From an optimization exercise on the open Yosys and OpenROAD flow, aimed at small area, a short achievable clock period and few clock cycles per item; shortcuts taken in it are not production practice. Function was checked by simulation only, so behaviour that the tests miss may differ from the original. Power figures rest on the tool's default switching activity, not on a simulated workload.

==> flow/design.v (outline; a module is shown in full before it is edited, if it fits) <==
// module alu_seq_core: 2984 lines
module alu_seq_core #(
  parameter int unsigned WIDTH    = 32,
  parameter int unsigned MULT_LAT = 3
) (
  input  logic                 clk,
  input  logic                 reset,
  input  logic                 start,
  input  logic [2:0]           op,
  input  logic [WIDTH-1:0]     A,
  input  logic [WIDTH-1:0]     B,
  output logic                 busy,
  output logic                 done,
  output logic [2*WIDTH-1:0]   result,
  output logic                 err
);
  // ...
==> flow/flow/run.sh <==
#!/bin/bash
# The standard layout (standard.sh) with these layout choices changed:
#  - after the standard synthesis, flow/polarity.py removes inverters around
#    full-adder cells (a full adder with all inputs and outputs complemented is
#    the same function) and swaps xor2/xnor2 where that saves an inverter;
#    registers are not touched
#  - the timing repair aims at the slack margin in flow/margin.txt
#  - ports are buffered with buf_1 cells
#  - clock tree synthesis inserts no dummy loads
# The SDC, clock period and all constraints are unchanged.
set -o pipefail
R=$PWD/orfs/results/sky130hd/alu_seq_core/base
ARGS=(SETUP_SLACK_MARGIN=$(cat flow/margin.txt) "BUFFER_PORTS_ARGS=-buffer_cell sky130_fd_sc_hd__buf_1"
      "CTS_ARGS=-sink_clustering_enable -repair_clock_nets -dont_use_dummy_load")
bash standard.sh "${ARGS[@]}" $R/1_2_yosys.v > make_synth.log 2>&1 || exit 1
cp $R/1_2_yosys.v yosys_standard.v
python3 flow/polarity.py yosys_standard.v $R/1_2_yosys.v > polarity.log 2>&1 || exit 1
bash standard.sh "${ARGS[@]}" finish > make.log 2>&1
==> flow/flow/margin.txt <==
5.0
==> flow/flow/polarity.py <==
#!/usr/bin/env python3
"""Remove inverters around full-adder cells in a Yosys-written sky130 netlist.

A full adder is self-dual: FA(~a,~b,~c) = ~FA(a,b,c) for both outputs. So a
fa cell can be 'flipped' (every input complemented, both outputs read as
complemented) without changing the logic. This picks flips greedily to
minimise the number of inv_1 cells needed, then rewrites the netlist with one
inverter per signal that is still needed in complemented form.

usage: polarity.py IN.v OUT.v
"""
import re, sys, collections

src = open(sys.argv[1]).read()
OUTPINS = {"X", "Y", "Q", "Q_N", "SUM", "COUT", "HI", "LO"}
INV = "sky130_fd_sc_hd__inv_1"
FA = re.compile(r"sky130_fd_sc_hd__fa_\d+$")

m = re.search(r"^module\s+(\S+)\s*\((.*?)\);(.*?)^endmodule", src, re.S | re.M)
body = m.group(3)
cell_re = re.compile(r"^\s*(sky130_fd_sc_hd__\w+)\s+(\S+)\s*\((.*?)\);\s*$", re.S | re.M)
pin_re = re.compile(r"\.(\w+)\(\s*(.*?)\s*\)(?=\s*[,)]|\s*$)", re.S)

def norm(n):
    n = n.strip()
    return n

cells = []
spans = []
for cm in cell_re.finditer(body):
    typ, name, pbody = cm.group(1), cm.group(2), cm.group(3)
    pins = {}
    for pm in re.finditer(r"\.(\w+)\(([^()]*)\)", pbody):
        pins[pm.group(1)] = norm(pm.group(2))
    cells.append([typ, name, pins])
    spans.append((cm.start(), cm.end()))

ports = set()
for pm in re.finditer(r"^\s*(output|input)\s+(?:\[[^\]]*\]\s*)?(\S+?)\s*;", body, re.M):
    ports.add(pm.group(2))
assign_nets = set()
for am in re.finditer(r"^\s*assign\s+(.*?)\s*=\s*(.*?)\s*;", body, re.M):
    for side in (am.group(1), am.group(2)):
        for tok in re.findall(r"\\\S+|[A-Za-z_][\w$]*(?:\[\d+\])?", side):
            assign_nets.add(tok)

def esc(n):
    return n + " " if n.startswith("\\") else n

def port_base(n):
    return re.sub(r"\[\d+\]$", "", n.lstrip("\\"))

def is_fixed_net(n):
    return n in assign_nets or port_base(n) in ports or n.lstrip("\\") in ports

driver = {}
for i, (typ, name, pins) in enumerate(cells):
    for p, n in pins.items():
        if p in OUTPINS:
            driver[n] = (i, p)

# removable inverters: inv_1 whose output is an ordinary internal net
removable = set()
for i, (typ, name, pins) in enumerate(cells):
    if typ == INV and not is_fixed_net(pins["Y"]) and not is_fixed_net(pins["A"]):
        removable.add(i)

def lit(n, depth=0):
    d = driver.get(n)
    if d is not None and d[0] in removable and depth < 50:
        r, q = lit(cells[d[0]][2]["A"], depth + 1)
        return r, q ^ 1
    return n, 0

fas = [i for i, c in enumerate(cells) if FA.match(c[0])]
XSWAP = {"sky130_fd_sc_hd__xor2_1": "sky130_fd_sc_hd__xnor2_1",
         "sky130_fd_sc_hd__xnor2_1": "sky130_fd_sc_hd__xor2_1"}
xs = [i for i, c in enumerate(cells) if c[0] in XSWAP and not is_fixed_net(c[2].get("X", c[2].get("Y", "")))]
fa_out = {}   # root net -> flippable cell index (fa or xor2/xnor2)
for i in fas:
    for p in ("SUM", "COUT"):
        fa_out[cells[i][2][p]] = i
for i in xs:
    p = "X" if "X" in cells[i][2] else "Y"
    fa_out[cells[i][2][p]] = i

# consumers: (cell index, pin) for every input pin of a kept cell
consumers = []   # (ci, pin, root, q)
for i, (typ, name, pins) in enumerate(cells):
    if i in removable:
        continue
    for p, n in pins.items():
        if p in OUTPINS:
            continue
        r, q = lit(n)
        consumers.append((i, p, r, q))
# nets read by assigns / ports through removable inverters stay as they are
flip = collections.defaultdict(int)
by_root = collections.defaultdict(list)
by_cell = collections.defaultdict(list)
for k, (ci, p, r, q) in enumerate(consumers):
    by_root[r].append(k)
    by_cell[ci].append(k)

def demand(k):
    ci, p, r, q = consumers[k]
    if ci in fa_set and flip[ci]:
        q ^= 1
    f = fa_out.get(r)
    if f is not None and flip[f]:
        q ^= 1
    return q

fa_set = set(fas)
def root_cost(r):
    return 1 if any(demand(k) for k in by_root[r]) else 0

def cost_roots(i):
    c = cells[i][2]
    if i in fa_set:
        roots = set(consumers[k][2] for k in by_cell[i])
        roots.add(c["SUM"]); roots.add(c["COUT"])
    else:
        roots = {c["X"] if "X" in c else c["Y"]}
    return roots

total0 = sum(root_cost(r) for r in by_root)
changed = True
it = 0
while changed and it < 50:
    changed = False
    it += 1
    for i in fas + xs:
        rs = cost_roots(i)
        before = sum(root_cost(r) for r in rs)
        flip[i] ^= 1
        after = sum(root_cost(r) for r in rs)
        if after < before:
            changed = True
        else:
            flip[i] ^= 1
total1 = sum(root_cost(r) for r in by_root)
sys.stderr.write("xor/xnor swapped %d of %d\n" % (sum(flip[i] for i in xs), len(xs)))
sys.stderr.write("inverters needed: %d -> %d (removable inverters were %d), flipped %d of %d fa\n"
                 % (total0, total1, len(removable), sum(flip[i] for i in fas), len(fas)))

# rewrite
invnet = {}
newcells = []
for r in by_root:
    if any(demand(k) for k in by_root[r]):
        nm = "polinv_%d" % len(invnet)
        invnet[r] = nm + "_y"
        newcells.append("  %s %s (\n    .A(%s),\n    .Y(%s)\n  );\n" % (INV, nm, esc(r), invnet[r]))
for k, (ci, p, r, q) in enumerate(consumers):
    cells[ci][2][p] = invnet[r] if demand(k) else r

out = []
pos = 0
for i, (s, e) in enumerate(spans):
    out.append(body[pos:s])
    if i not in removable:
        typ, name, pins = cells[i]
        if flip[i] and typ in XSWAP:
            typ = XSWAP[typ]
            pins = {("Y" if p == "X" else "X" if p == "Y" else p): n for p, n in pins.items()}
        conn = ",\n".join("    .%s(%s)" % (p, esc(n)) for p, n in pins.items())
        out.append("\n  %s %s (\n%s\n  );" % (typ, name, conn))
    pos = e
out.append(body[pos:])
newbody = "".join(out)
decl = "".join("  wire %s;\n" % n for n in invnet.values())
res = src[:m.start(3)] + "\n" + decl + newbody + "".join(newcells) + src[m.end(3):]
open(sys.argv[2], "w").write(res)
==> flow/standard.sh <==
#!/bin/bash
# synth_recipe.tcl (not shown) runs the flow's synth.tcl, then flattens the netlist and writes it again
# the make line also repeats each setting of config.mk as NAME=value (left out here)
make -C /OpenROAD-flow-scripts/flow DESIGN_CONFIG=/design/flow/config.mk WORK_HOME=/design/flow/orfs CLKGATE_MAP_FILE= SYNTH_SCRIPT=/design/flow/synth_recipe.tcl "${@:-finish}"
==> flow/config.mk <==
export PLATFORM = sky130hd
export DESIGN_NAME = alu_seq_core
export DESIGN_NICKNAME = alu_seq_core
export VERILOG_FILES = /design/flow/design.v
export SDC_FILE = /design/flow/constraint.sdc
export NUM_CORES = 4
export LEC_CHECK = 0
export CAP_MARGIN = 20
export CORE_MARGIN = 2
export CORE_UTILIZATION = 40
export SLEW_MARGIN = 20
==> flow/constraint.sdc <==
create_clock -name core_clock -period 9.0 [get_ports {clk}]
set_input_delay 1.8000 -clock core_clock [delete_from_list [all_inputs] [get_ports {clk}]]
set_output_delay 1.8000 -clock core_clock [all_outputs]
set_load 0.01 [all_outputs]
==> run notes, run 1 <==
layout buffer count excluding clock buffers=213; warnings from Yosys=1; startpoint of the most critical register-to-register path=cs1_q[28]; number of nets still failing antenna checks after routing=0; leading cell types in the layout, fill and taps excluded=528 x sky130_fd_sc_hd__a22oi_1, 485 x sky130_fd_sc_hd__fa_1, 297 x sky130_fd_sc_hd__xor2_1; worst hold margin=326 ps; logic depth of the worst setup path including buffers=10; GR Util met3=0.0822; family with the most delay on the worst path=compound AO/OA/AOI/OAI gates; wire length on met3=15500 um; power share of the clock group=0.169; combinational group power=about 4.9 mW; global-route wire length before repair=184000 um; Biggest consumer=combinational logic; reported leakage power=14.4 nW; Sum Neg Setup Slack=0 ps; Avg Vias per Cell=~6.0; post-cts hold buffer count=0; Placeable Area=just under 90000 um2; run status=finished clean; level count of the clock H-tree=2; most common cell type on the critical path=sky130_fd_sc_hd__a21oi_1; weighted congestion reported at the end of routability-driven placement=0.954; remaining global-route overflow=0; sequential fraction of total cell area=0.215; net count of the mapped netlist=4210; areal power density over the cells=231 nW/um2; setup-violating endpoint count in the final report=0; multi-input gate share of the layout cell area=0.660; multi-input logic cell count=2514; instance area after placement=about 37000 um2; clock tree root buffer cell=sky130_fd_sc_hd__clkbuf_16; worst setup path endpoint=result[58]; start point of the worst min-delay path=y1[6]; met1 Use GR=0.367
Testbench counts, summed over its fixed seeds: cycles 24,024, items 24,000.
==> run 2, diff against run 1 <==
--- a/flow/design.v
+++ b/flow/design.v
@@ -1662,20 +1662,20 @@
   logic fs1559;
   logic fc1560;
   logic fs1561;
   logic fc1562;
   logic fs1563;
   logic fc1564;
   logic hs1565;
   logic hc1566;
-  logic hs1567;
-  logic hc1568;
-  logic hs1569;
-  logic hc1570;
+  logic fs1567;
+  logic fc1568;
+  logic fs1569;
+  logic fc1570;
   logic fs1571;
   logic fc1572;
   logic fs1573;
   logic fc1574;
   logic fs1575;
   logic fc1576;
   logic fs1577;
   logic fc1578;
@@ -1696,18 +1696,18 @@
   logic fs1593;
   logic fc1594;
   logic fs1595;
   logic fc1596;
   logic fs1597;
   logic fc1598;
   logic fs1599;
   logic fc1600;
-  logic fs1601;
-  logic fc1602;
+  logic hs1601;
+  logic hc1602;
   logic fs1603;
   logic fc1604;
   logic fs1605;
   logic fc1606;
   logic fs1607;
   logic fc1608;
   logic fs1609;
   logic fc1610;
@@ -2907,78 +2907,78 @@
   assign {fc1554, fs1553} = 2'b0 + fc1426 + fc1428 + fs1429;
   assign {fc1556, fs1555} = 2'b0 + fc1430 + fc1432 + fs1433;
   assign {fc1558, fs1557} = 2'b0 + fc1434 + fc1436 + fs1437;
   assign {fc1560, fs1559} = 2'b0 + fc1438 + hc1440 + fs1441;
   assign {fc1562, fs1561} = 2'b0 + fc1442 + hs1443 + pp573;
   assign {fc1564, fs1563} = 2'b0 + hc1444 + nn510 + pp542;
   assign hs1565 = pp543 ^ pp575;
   assign hc1566 = pp543 & pp575;
-  assign cs0_d = {hc1566, fc1564, fc1562, fc1560, fc1558, fc1556, fc1554, fc1552, fc1550, fc1548, fc1546, fc1544, fc1542, fc1540, fc1538, fc1536, fc1534, fc1532, fc1530, fc1528, fc1526, fc1524, fc1522, fc1520, fc1518, fc1516, fc1514, fc1512, fc1510, fc1508, fc1506, fc1504, fc1502, fc1500, fc1498, fc1496, fc1494, fc1492, fc1490, fc1488, fc1486, fc1484, fc1482, fc1480, fc1478, fc1476, fc1474, fc1472, fc1470, fc1468, fc1466, fc1464, fc1462, fc1460, fc1458, fc1456, fc1454, fc1452, fc1450, hc1448, hc1446, hs1445, pp2, pp1};
-  assign cs1_d = {nn544, hs1565, fs1563, fs1561, fs1559, fs1557, fs1555, fs1553, fs1551, fs1549, fs1547, fs1545, fs1543, fs1541, fs1539, fs1537, fs1535, fs1533, fs1531, fs1529, fs1527, fs1525, fs1523, fs1521, fs1519, fs1517, fs1515, fs1513, fs1511, fs1509, fs1507, fs1505, fs1503, fs1501, fs1499, fs1497, fs1495, fs1493, fs1491, fs1489, fs1487, fs1485, fs1483, fs1481, fs1479, fs1477, fs1475, fs1473, fs1471, fs1469, fs1467, fs1465, fs1463, fs1461, fs1459, fs1457, fs1455, fs1453, fs1451, fs1449, hs1447, neg1[1], y1[1], neg1[0]};
-  assign cs2_d = {pp576, 1'b1, pp574, 1'b1, pp572, hs1439, fs1435, fs1431, fs1427, fs1423, fs1419, fs1415, fs1411, fs1407, fs1403, fs1399, fs1395, fs1391, fs1387, fs1383, fs1379, fs1375, fs1371, fs1367, fs1363, fs1359, fs1355, fs1351, fs1347, fs1343, fs1339, fs1335, fs1331, fs1327, fs1323, fs1319, fs1315, fs1311, fs1307, fs1303, fs1299, fs1295, fs1291, fs1287, fs1283, fs1279, fs1275, fs1271, fs1267, fs1263, fs1259, fs1255, fs1251, fs1247, fs1243, fs1239, hs1235, y1[6], y1[5], y1[4], y1[3], y1[2], 1'b0, y1[0]};
-  assign {hc1568, hs1567} = 2'b0 + cs0_q[0] + cs1_q[0];
-  assign {hc1570, hs1569} = 2'b0 + cs0_q[1] + cs1_q[1];
-  assign {fc1572, fs1571} = 2'b0 + cs0_q[2] + cs1_q[2] + cs2_q[2];
-  assign {fc1574, fs1573} = 2'b0 + cs0_q[3] + cs1_q[3] + cs2_q[3];
-  assign {fc1576, fs1575} = 2'b0 + cs0_q[4] + cs1_q[4] + cs2_q[4];
-  assign {fc1578, fs1577} = 2'b0 + cs0_q[5] + cs1_q[5] + cs2_q[5];
-  assign {fc1580, fs1579} = 2'b0 + cs0_q[6] + cs1_q[6] + cs2_q[6];
-  assign {fc1582, fs1581} = 2'b0 + cs0_q[7] + cs1_q[7] + cs2_q[7];
-  assign {fc1584, fs1583} = 2'b0 + cs0_q[8] + cs1_q[8] + cs2_q[8];
-  assign {fc1586, fs1585} = 2'b0 + cs0_q[9] + cs1_q[9] + cs2_q[9];
-  assign {fc1588, fs1587} = 2'b0 + cs0_q[10] + cs1_q[10] + cs2_q[10];
-  assign {fc1590, fs1589} = 2'b0 + cs0_q[11] + cs1_q[11] + cs2_q[11];
-  assign {fc1592, fs1591} = 2'b0 + cs0_q[12] + cs1_q[12] + cs2_q[12];
-  assign {fc1594, fs1593} = 2'b0 + cs0_q[13] + cs1_q[13] + cs2_q[13];
-  assign {fc1596, fs1595} = 2'b0 + cs0_q[14] + cs1_q[14] + cs2_q[14];
-  assign {fc1598, fs1597} = 2'b0 + cs0_q[15] + cs1_q[15] + cs2_q[15];
-  assign {fc1600, fs1599} = 2'b0 + cs0_q[16] + cs1_q[16] + cs2_q[16];
-  assign {fc1602, fs1601} = 2'b0 + cs0_q[17] + cs1_q[17] + cs2_q[17];
-  assign {fc1604, fs1603} = 2'b0 + cs0_q[18] + cs1_q[18] + cs2_q[18];
-  assign {fc1606, fs1605} = 2'b0 + cs0_q[19] + cs1_q[19] + cs2_q[19];
-  assign {fc1608, fs1607} = 2'b0 + cs0_q[20] + cs1_q[20] + cs2_q[20];
-  assign {fc1610, fs1609} = 2'b0 + cs0_q[21] + cs1_q[21] + cs2_q[21];
-  assign {fc1612, fs1611} = 2'b0 + cs0_q[22] + cs1_q[22] + cs2_q[22];
-  assign {fc1614, fs1613} = 2'b0 + cs0_q[23] + cs1_q[23] + cs2_q[23];
-  assign {fc1616, fs1615} = 2'b0 + cs0_q[24] + cs1_q[24] + cs2_q[24];
-  assign {fc1618, fs1617} = 2'b0 + cs0_q[25] + cs1_q[25] + cs2_q[25];
-  assign {fc1620, fs1619} = 2'b0 + cs0_q[26] + cs1_q[26] + cs2_q[26];
-  assign {fc1622, fs1621} = 2'b0 + cs0_q[27] + cs1_q[27] + cs2_q[27];
-  assign {fc1624, fs1623} = 2'b0 + cs0_q[28] + cs1_q[28] + cs2_q[28];
-  assign {fc1626, fs1625} = 2'b0 + cs0_q[29] + cs1_q[29] + cs2_q[29];
-  assign {fc1628, fs1627} = 2'b0 + cs0_q[30] + cs1_q[30] + cs2_q[30];
-  assign {fc1630, fs1629} = 2'b0 + cs0_q[31] + cs1_q[31] + cs2_q[31];
-  assign {fc1632, fs1631} = 2'b0 + cs0_q[32] + cs1_q[32] + cs2_q[32];
-  assign {fc1634, fs1633} = 2'b0 + cs0_q[33] + cs1_q[33] + cs2_q[33];
-  assign {fc1636, fs1635} = 2'b0 + cs0_q[34] + cs1_q[34] + cs2_q[34];
-  assign {fc1638, fs1637} = 2'b0 + cs0_q[35] + cs1_q[35] + cs2_q[35];
-  assign {fc1640, fs1639} = 2'b0 + cs0_q[36] + cs1_q[36] + cs2_q[36];
-  assign {fc1642, fs1641} = 2'b0 + cs0_q[37] + cs1_q[37] + cs2_q[37];
-  assign {fc1644, fs1643} = 2'b0 + cs0_q[38] + cs1_q[38] + cs2_q[38];
-  assign {fc1646, fs1645} = 2'b0 + cs0_q[39] + cs1_q[39] + cs2_q[39];
-  assign {fc1648, fs1647} = 2'b0 + cs0_q[40] + cs1_q[40] + cs2_q[40];
-  assign {fc1650, fs1649} = 2'b0 + cs0_q[41] + cs1_q[41] + cs2_q[41];
-  assign {fc1652, fs1651} = 2'b0 + cs0_q[42] + cs1_q[42] + cs2_q[42];
-  assign {fc1654, fs1653} = 2'b0 + cs0_q[43] + cs1_q[43] + cs2_q[43];
-  assign {fc1656, fs1655} = 2'b0 + cs0_q[44] + cs1_q[44] + cs2_q[44];
-  assign {fc1658, fs1657} = 2'b0 + cs0_q[45] + cs1_q[45] + cs2_q[45];
-  assign {fc1660, fs1659} = 2'b0 + cs0_q[46] + cs1_q[46] + cs2_q[46];
-  assign {fc1662, fs1661} = 2'b0 + cs0_q[47] + cs1_q[47] + cs2_q[47];
-  assign {fc1664, fs1663} = 2'b0 + cs0_q[48] + cs1_q[48] + cs2_q[48];
-  assign {fc1666, fs1665} = 2'b0 + cs0_q[49] + cs1_q[49] + cs2_q[49];
-  assign {fc1668, fs1667} = 2'b0 + cs0_q[50] + cs1_q[50] + cs2_q[50];
-  assign {fc1670, fs1669} = 2'b0 + cs0_q[51] + cs1_q[51] + cs2_q[51];
-  assign {fc1672, fs1671} = 2'b0 + cs0_q[52] + cs1_q[52] + cs2_q[52];
-  assign {fc1674, fs1673} = 2'b0 + cs0_q[53] + cs1_q[53] + cs2_q[53];
-  assign {fc1676, fs1675} = 2'b0 + cs0_q[54] + cs1_q[54] + cs2_q[54];
-  assign {fc1678, fs1677} = 2'b0 + cs0_q[55] + cs1_q[55] + cs2_q[55];
-  assign {fc1680, fs1679} = 2'b0 + cs0_q[56] + cs1_q[56] + cs2_q[56];
-  assign {fc1682, fs1681} = 2'b0 + cs0_q[57] + cs1_q[57] + cs2_q[57];
-  assign {fc1684, fs1683} = 2'b0 + cs0_q[58] + cs1_q[58] + cs2_q[58];
-  assign {fc1686, fs1685} = 2'b0 + cs0_q[59] + cs1_q[59] + cs2_q[59];
-  assign {fc1688, fs1687} = 2'b0 + cs0_q[60] + cs1_q[60] + cs2_q[60];
-  assign {fc1690, fs1689} = 2'b0 + cs0_q[61] + cs1_q[61] + cs2_q[61];
-  assign {fc1692, fs1691} = 2'b0 + cs0_q[62] + cs1_q[62] + cs2_q[62];
-  assign {fc1694, fs1693} = 2'b0 + cs0_q[63] + cs1_q[63] + cs2_q[63];
-  assign fin_s = {fc1692, fc1690, fc1688, fc1686, fc1684, fc1682, fc1680, fc1678, fc1676, fc1674, fc1672, fc1670, fc1668, fc1666, fc1664, fc1662, fc1660, fc1658, fc1656, fc1654, fc1652, fc1650, fc1648, fc1646, fc1644, fc1642, fc1640, fc1638, fc1636, fc1634, fc1632, fc1630, fc1628, fc1626, fc1624, fc1622, fc1620, fc1618, fc1616, fc1614, fc1612, fc1610, fc1608, fc1606, fc1604, fc1602, fc1600, fc1598, fc1596, fc1594, fc1592, fc1590, fc1588, fc1586, fc1584, fc1582, fc1580, fc1578, fc1576, fc1574, fc1572, hc1570, hc1568, hs1567};
-  assign fin_c = {fs1693, fs1691, fs1689, fs1687, fs1685, fs1683, fs1681, fs1679, fs1677, fs1675, fs1673, fs1671, fs1669, fs1667, fs1665, fs1663, fs1661, fs1659, fs1657, fs1655, fs1653, fs1651, fs1649, fs1647, fs1645, fs1643, fs1641, fs1639, fs1637, fs1635, fs1633, fs1631, fs1629, fs1627, fs1625, fs1623, fs1621, fs1619, fs1617, fs1615, fs1613, fs1611, fs1609, fs1607, fs1605, fs1603, fs1601, fs1599, fs1597, fs1595, fs1593, fs1591, fs1589, fs1587, fs1585, fs1583, fs1581, fs1579, fs1577, fs1575, fs1573, fs1571, hs1569, cs2_q[0]};
+  assign {fc1568, fs1567} = 2'b0 + pp1 + neg1[0] + y1[0];
+  assign {fc1570, fs1569} = 2'b0 + fs1399 + fc1536 + fs1537;
+  assign {fc1572, fs1571} = 2'b0 + fs1403 + fc1538 + fs1539;
+  assign {fc1574, fs1573} = 2'b0 + fs1407 + fc1540 + fs1541;
+  assign {fc1576, fs1575} = 2'b0 + fs1411 + fc1542 + fs1543;
+  assign {fc1578, fs1577} = 2'b0 + fs1415 + fc1544 + fs1545;
+  assign {fc1580, fs1579} = 2'b0 + fs1419 + fc1546 + fs1547;
+  assign {fc1582, fs1581} = 2'b0 + fs1423 + fs1549 + fc1548;
+  assign {fc1584, fs1583} = 2'b0 + fs1427 + fc1550 + fs1551;
+  assign {fc1586, fs1585} = 2'b0 + fs1431 + fc1552 + fs1553;
+  assign {fc1588, fs1587} = 2'b0 + fs1435 + fc1554 + fs1555;
+  assign {fc1590, fs1589} = 2'b0 + hs1439 + fc1556 + fs1557;
+  assign {fc1592, fs1591} = 2'b0 + pp572 + fs1559 + fc1558;
+  assign {fc1594, fs1593} = 2'b0 + 1'b1 + fc1560 + fs1561;
+  assign {fc1596, fs1595} = 2'b0 + pp574 + fc1562 + fs1563;
+  assign {fc1598, fs1597} = 2'b0 + 1'b1 + hs1565 + fc1564;
+  assign {fc1600, fs1599} = 2'b0 + nn544 + pp576 + hc1566;
+  assign cs0_d = {fc1598, fc1596, fc1594, fc1592, fc1590, fc1588, fc1586, fc1584, fc1582, fc1580, fc1578, fc1576, fc1574, fc1572, fc1570, fs1569, fs1395, fs1391, fs1387, fs1383, fs1379, fs1375, fs1371, fs1367, fs1363, fs1359, fs1355, fs1351, fs1347, fs1343, fs1339, fs1335, fs1331, fs1327, fs1323, fs1319, fs1315, fs1311, fs1307, fs1303, fc1486, fc1484, fs1291, fs1287, fs1283, fs1279, fs1275, fs1271, fc1470, fc1468, fs1259, fs1255, fs1251, fs1247, fs1243, fs1239, hs1235, y1[6], y1[5], y1[4], y1[3], neg1[1], pp2, fs1567};
+  assign cs1_d = {fs1599, fs1597, fs1595, fs1593, fs1591, fs1589, fs1587, fs1585, fs1583, fs1581, fs1579, fs1577, fs1575, fs1573, fs1571, 1'b0, fs1535, fc1532, fc1530, fc1528, fc1526, fc1524, fc1522, fc1520, fc1518, fc1516, fc1514, fc1512, fc1510, fc1508, fc1506, fc1504, fc1502, fc1500, fc1498, fc1496, fc1494, fc1492, fc1490, fc1488, fs1299, fs1485, fc1482, fc1480, fc1478, fc1476, fc1474, fc1472, fs1267, fs1469, fc1466, fc1464, fc1462, fc1460, fc1458, fc1456, fc1454, fc1452, fc1450, hc1448, hc1446, y1[2], y1[1], 1'b0};
+  assign cs2_d = {1'b0, 1'b0, 1'b0, 1'b0, 1'b0, 1'b0, 1'b0, 1'b0, 1'b0, 1'b0, 1'b0, 1'b0, 1'b0, 1'b0, 1'b0, 1'b0, fc1534, fs1533, fs1531, fs1529, fs1527, fs1525, fs1523, fs1521, fs1519, fs1517, fs1515, fs1513, fs1511, fs1509, fs1507, fs1505, fs1503, fs1501, fs1499, fs1497, fs1495, fs1493, fs1491, fs1489, fs1487, fs1295, fs1483, fs1481, fs1479, fs1477, fs1475, fs1473, fs1471, fs1263, fs1467, fs1465, fs1463, fs1461, fs1459, fs1457, fs1455, fs1453, fs1451, fs1449, hs1447, hs1445, fc1568, 1'b0};
+  assign {hc1602, hs1601} = 2'b0 + cs0_q[1] + cs1_q[1];
+  assign {fc1604, fs1603} = 2'b0 + cs0_q[2] + cs1_q[2] + cs2_q[2];
+  assign {fc1606, fs1605} = 2'b0 + cs0_q[3] + cs1_q[3] + cs2_q[3];
+  assign {fc1608, fs1607} = 2'b0 + cs0_q[4] + cs1_q[4] + cs2_q[4];
+  assign {fc1610, fs1609} = 2'b0 + cs0_q[5] + cs1_q[5] + cs2_q[5];
+  assign {fc1612, fs1611} = 2'b0 + cs0_q[6] + cs1_q[6] + cs2_q[6];
+  assign {fc1614, fs1613} = 2'b0 + cs0_q[7] + cs1_q[7] + cs2_q[7];
+  assign {fc1616, fs1615} = 2'b0 + cs0_q[8] + cs1_q[8] + cs2_q[8];
+  assign {fc1618, fs1617} = 2'b0 + cs0_q[9] + cs1_q[9] + cs2_q[9];
+  assign {fc1620, fs1619} = 2'b0 + cs0_q[10] + cs1_q[10] + cs2_q[10];
+  assign {fc1622, fs1621} = 2'b0 + cs0_q[11] + cs1_q[11] + cs2_q[11];
+  assign {fc1624, fs1623} = 2'b0 + cs0_q[12] + cs1_q[12] + cs2_q[12];
+  assign {fc1626, fs1625} = 2'b0 + cs0_q[13] + cs1_q[13] + cs2_q[13];
+  assign {fc1628, fs1627} = 2'b0 + cs0_q[14] + cs1_q[14] + cs2_q[14];
+  assign {fc1630, fs1629} = 2'b0 + cs0_q[15] + cs1_q[15] + cs2_q[15];
+  assign {fc1632, fs1631} = 2'b0 + cs0_q[16] + cs1_q[16] + cs2_q[16];
+  assign {fc1634, fs1633} = 2'b0 + cs0_q[17] + cs1_q[17] + cs2_q[17];
+  assign {fc1636, fs1635} = 2'b0 + cs0_q[18] + cs1_q[18] + cs2_q[18];
+  assign {fc1638, fs1637} = 2'b0 + cs0_q[19] + cs1_q[19] + cs2_q[19];
+  assign {fc1640, fs1639} = 2'b0 + cs0_q[20] + cs1_q[20] + cs2_q[20];
+  assign {fc1642, fs1641} = 2'b0 + cs0_q[21] + cs1_q[21] + cs2_q[21];
+  assign {fc1644, fs1643} = 2'b0 + cs0_q[22] + cs1_q[22] + cs2_q[22];
+  assign {fc1646, fs1645} = 2'b0 + cs0_q[23] + cs1_q[23] + cs2_q[23];
+  assign {fc1648, fs1647} = 2'b0 + cs0_q[24] + cs1_q[24] + cs2_q[24];
+  assign {fc1650, fs1649} = 2'b0 + cs0_q[25] + cs1_q[25] + cs2_q[25];
+  assign {fc1652, fs1651} = 2'b0 + cs0_q[26] + cs1_q[26] + cs2_q[26];
+  assign {fc1654, fs1653} = 2'b0 + cs0_q[27] + cs1_q[27] + cs2_q[27];
+  assign {fc1656, fs1655} = 2'b0 + cs0_q[28] + cs1_q[28] + cs2_q[28];
+  assign {fc1658, fs1657} = 2'b0 + cs0_q[29] + cs1_q[29] + cs2_q[29];
+  assign {fc1660, fs1659} = 2'b0 + cs0_q[30] + cs1_q[30] + cs2_q[30];
+  assign {fc1662, fs1661} = 2'b0 + cs0_q[31] + cs1_q[31] + cs2_q[31];
+  assign {fc1664, fs1663} = 2'b0 + cs0_q[32] + cs1_q[32] + cs2_q[32];
+  assign {fc1666, fs1665} = 2'b0 + cs0_q[33] + cs1_q[33] + cs2_q[33];
+  assign {fc1668, fs1667} = 2'b0 + cs0_q[34] + cs1_q[34] + cs2_q[34];
+  assign {fc1670, fs1669} = 2'b0 + cs0_q[35] + cs1_q[35] + cs2_q[35];
+  assign {fc1672, fs1671} = 2'b0 + cs0_q[36] + cs1_q[36] + cs2_q[36];
+  assign {fc1674, fs1673} = 2'b0 + cs0_q[37] + cs1_q[37] + cs2_q[37];
+  assign {fc1676, fs1675} = 2'b0 + cs0_q[38] + cs1_q[38] + cs2_q[38];
+  assign {fc1678, fs1677} = 2'b0 + cs0_q[39] + cs1_q[39] + cs2_q[39];
+  assign {fc1680, fs1679} = 2'b0 + cs0_q[40] + cs1_q[40] + cs2_q[40];
+  assign {fc1682, fs1681} = 2'b0 + cs0_q[41] + cs1_q[41] + cs2_q[41];
+  assign {fc1684, fs1683} = 2'b0 + cs0_q[42] + cs1_q[42] + cs2_q[42];
+  assign {fc1686, fs1685} = 2'b0 + cs0_q[43] + cs1_q[43] + cs2_q[43];
+  assign {fc1688, fs1687} = 2'b0 + cs0_q[44] + cs1_q[44] + cs2_q[44];
+  assign {fc1690, fs1689} = 2'b0 + cs0_q[45] + cs1_q[45] + cs2_q[45];
+  assign {fc1692, fs1691} = 2'b0 + cs0_q[46] + cs1_q[46] + cs2_q[46];
+  assign {fc1694, fs1693} = 2'b0 + cs0_q[47] + cs1_q[47] + cs2_q[47];
+  assign fin_s = {cs0_q[63], cs0_q[62], cs0_q[61], cs0_q[60], cs0_q[59], cs0_q[58], cs0_q[57], cs0_q[56], cs0_q[55], cs0_q[54], cs0_q[53], cs0_q[52], cs0_q[51], cs0_q[50], cs0_q[49], fc1694, fc1692, fc1690, fc1688, fc1686, fc1684, fc1682, fc1680, fc1678, fc1676, fc1674, fc1672, fc1670, fc1668, fc1666, fc1664, fc1662, fc1660, fc1658, fc1656, fc1654, fc1652, fc1650, fc1648, fc1646, fc1644, fc1642, fc1640, fc1638, fc1636, fc1634, fc1632, fc1630, fc1628, fc1626, fc1624, fc1622, fc1620, fc1618, fc1616, fc1614, fc1612, fc1610, fc1608, fc1606, fc1604, hc1602, hs1601, cs0_q[0]};
+  assign fin_c = {cs1_q[63], cs1_q[62], cs1_q[61], cs1_q[60], cs1_q[59], cs1_q[58], cs1_q[57], cs1_q[56], cs1_q[55], cs1_q[54], cs1_q[53], cs1_q[52], cs1_q[51], cs1_q[50], cs1_q[49], cs0_q[48], fs1693, fs1691, fs1689, fs1687, fs1685, fs1683, fs1681, fs1679, fs1677, fs1675, fs1673, fs1671, fs1669, fs1667, fs1665, fs1663, fs1661, fs1659, fs1657, fs1655, fs1653, fs1651, fs1649, fs1647, fs1645, fs1643, fs1641, fs1639, fs1637, fs1635, fs1633, fs1631, fs1629, fs1627, fs1625, fs1623, fs1621, fs1619, fs1617, fs1615, fs1613, fs1611, fs1609, fs1607, fs1605, fs1603, cs2_q[1], 1'b0};
 endmodule
==> run notes, run 2 <==
final design area excluding fillers=37700 um2 (was 38400 um2); DRT iter0 DRCs=2900 (was 3425); power share of the clock group=0.173 (was 0.169); # DRC=0 (unchanged); critical path data required time=9460 ps (was 9290 ps); Avg Vias per Cell=5.94 (was 6.00); effective utilization at floorplan=0.404 (about the same); Routed Wire Length=115000 um (was 122000 um); fraction of power consumed by combinational cells=0.539 (was 0.549); unrepaired setup endpoints after global routing=false (unchanged); critical path fanouts, max=33 (was 6); worst hold margin=322 ps (was 326 ps); final number of hold-violating endpoints=0 (unchanged); startpoint-to-endpoint class of the critical path=flop to flop (unchanged); largest net degree at the start of global routing=68 (was 52); Internal Pwr Total=4.72 mW (was 4.87 mW); area growth from synthesis to layout=7.52% (was 7.50%); Avg Inst Size Synth=10.3 um2 (about the same); Flop pwr share=0.287 (was 0.282); fmax=0.251 GHz (was 0.249 GHz); vias post-DR=26600 (was 27400); CTS tree=yes (unchanged); headroom to the max-slew limit=0.322 (was 0.285); via count of the first global-routing pass=27600 (was 28500); Max Buffers Root-to-Sink=3 (unchanged); final routed wire length divided by cell count=25.6 um (was 26.8 um); initial antenna violation count=4 (was 7); leading cell types in the layout, fill and taps excluded=528 x sky130_fd_sc_hd__a22oi_1, 485 x sky130_fd_sc_hd__fa_1, 325 x sky130_fd_sc_hd__xor2_1 (was 528 x sky130_fd_sc_hd__a22oi_1, 485 x sky130_fd_sc_hd__fa_1, 297 x sky130_fd_sc_hd__xor2_1); Period Utilization, post-route=0.443 (was 0.447); net total in the final layout=4052 (was 4131); clock net sink count=359 (was 375); area of all sequential standard cells=7920 um2 (was 8260 um2); number of placement rows=108 (was 109); height of the die=300 um (was 303 um); net count of the mapped netlist=4131 (was 4210); Pre-antenna DRT Iters=6 (was 22); slew at the pin closest to its max-slew limit=1020 ps (was 1070 ps); warnings from Yosys=1 (unchanged); area of the mapped netlist=35100 um2 (was 35700 um2); max-cap violations=0 (unchanged); clk slew on worst S/H paths=50 ps (was 60 ps); filler cell count=8359 (was 8401); overall routing resource usage=0.253 (was 0.269); num ports=137 (unchanged); weighted congestion reported at the end of routability-driven placement=0.894 (was 0.954); die area=90000 um2 (was 91800 um2); post-synthesis instance total=3410 (was 3486); Top Registers=cs0_q (64), result (64), cs1_q (62) (was cs0_q (64), cs1_q (64), result (64)); Sum Neg Setup Slack=0 ps (unchanged); run status=finished clean (unchanged); placed wire-length estimate after detailed placement=74300 um (was 80100 um); Net Sw Power=3.73 mW (was 3.99 mW); Final min period=3990 ps (was 4020 ps); global-route wire length before repair=173000 um (was 184000 um); die extent in x=300 um (was 303 um); leading cell type in the layout, fill and taps excluded=sky130_fd_sc_hd__a22oi_1 (unchanged); final worst clock skew=56.9 ps (was 74.3 ps); clock tree root buffer cell=sky130_fd_sc_hd__clkbuf_16 (unchanged); Worst Hold Class=flop to flop (unchanged); number of max-slew violations in the final report=0 (unchanged); reported leakage power=13.9 nW (was 14.4 nW); post-cts hold buffer count=0 (unchanged); number of CTS-inserted buffers=43 (unchanged); IO Port Bufs=135 (unchanged); worst skew pair latency=610 ps (about the same); number of nets still failing antenna checks after routing=0 (unchanged); level count of the clock H-tree=2 (unchanged); multi-input combinational cell area=25100 um2 (was 25400 um2); Critical Path Source Type=flop (unchanged); remaining global-route overflow=0 (unchanged); areal power density over the cells=224 nW/um2 (was 231 nW/um2); setup-violating endpoint count in the final report=0 (unchanged); proportion of total power due to net switching=0.441 (was 0.450); crit path DAT=4450 ps (was 4320 ps); instance area after placement=36400 um2 (was 37000 um2); Worst setup EP type=flop (unchanged); post-layout total power=8.44 mW (was 8.86 mW); share of cells above drive strength 1=0.0640 (was 0.0667); Placeable Area=86800 um2 (was 88500 um2); maximum VDD drop=0.000176 V (was 0.000162 V)
run 2: worst paths after layout:
path	startpoint	to	slack (ps)	depth (start not counted)
worst max register to register	ax1[18]	cs2_q[29]	5010	9
worst min register to register	nop1	nop2	320	0
min in group asynchronous	reset	v1	1050	2
worst min-delay path	nop1	nop2	320	0
worst max-delay path	ax1[18]	cs2_q[29]	5010	9
max in group asynchronous	reset	done	7800	2
run 2: power groups by stage:
stage / registers [mW] / logic [mW] / clock network (mW)
after floorplan: 2.45 / 3.04 / 0
after global placement: 2.46 / 4.40 / 0
after detailed placement: 2.47 / 4.44 / 0
after CTS: 2.43 / 4.49 / 1.52
after global routing: 2.47 / 5.04 / 1.56
final: 2.43 / 4.55 / 1.46
run 2: through the flow:
step	util	setup slack, ps	instances
after floorplan	-	5090	3410
after global placement	0.419	4800	4437
after detailed placement	0.419	4750	4438
after CTS	0.432	5000	4483
after global routing	0.435	4990	4485
final	0.435	5010	4486
run 2: worst max-delay path, cell delays in order (launching register included):
cell	delay, ps
sky130_fd_sc_hd__dfxtp_1	300
sky130_fd_sc_hd__buf_4	440
sky130_fd_sc_hd__a22oi_1	220
sky130_fd_sc_hd__xnor2_1	240
sky130_fd_sc_hd__fa_1	460
sky130_fd_sc_hd__fa_1	530
sky130_fd_sc_hd__fa_1	440
sky130_fd_sc_hd__inv_1	80
sky130_fd_sc_hd__fa_1	430
sky130_fd_sc_hd__fa_1	690
run 2: per-layer routing:
metal	GRT usage	vias to the layer above	share of wire
met5	0	-	0.00022
met4	0.113	4	0.051
met3	0.0733	393	0.11
met2	0.392	1602	0.44
met1	0.329	13300	0.40
li1	-	11300	-
run 2: final cells by class:
type,instances,area share
timing repair buffer,218,0.0338
sequential,359,0.210
tap,1155,0.0383
antenna,2,0.000133
clock buffer,43,0.0285
inverter,247,0.0247
multi-input combinational,2462,0.665
run 2: timing repair:
item                                    in CTS  in global routing
endpoints found under the setup margin      50                 41
pin swaps                                    1                  1
buffers inserted                             2                  1
gates resized for setup                     12                 40
gates cloned                                 0                  0
Testbench counts of run 2, summed over its fixed seeds: cycles 24,024, items 24,000.

==> separate check: timing with driven ports <==
The results above use ideal ports. As a check the final layouts listed here were re-extracted and re-timed, cells and wires unchanged.
Step 1 assumes that a clkbuf_16 drives the clock port and a buf_2 every other input.
Step 2 also shifts input and output timing later by t, the mid clock arrival at the registers, as if the neighbouring blocks saw the same clock.
Slacks: no drivers / after step 1 / after step 2; pairs: no drivers / after step 1.
run | t, ns | setup WS [ns] | hold slack, ns
run 1 | 0.634 | 4.980 / 4.980 / 4.980 | 0.326 / 0.326 / 0.326
run 2 | 0.641 | 5.014 / 5.014 / 5.014 | 0.322 / 0.322 / 0.322
After both steps every run listed still meets setup and hold.
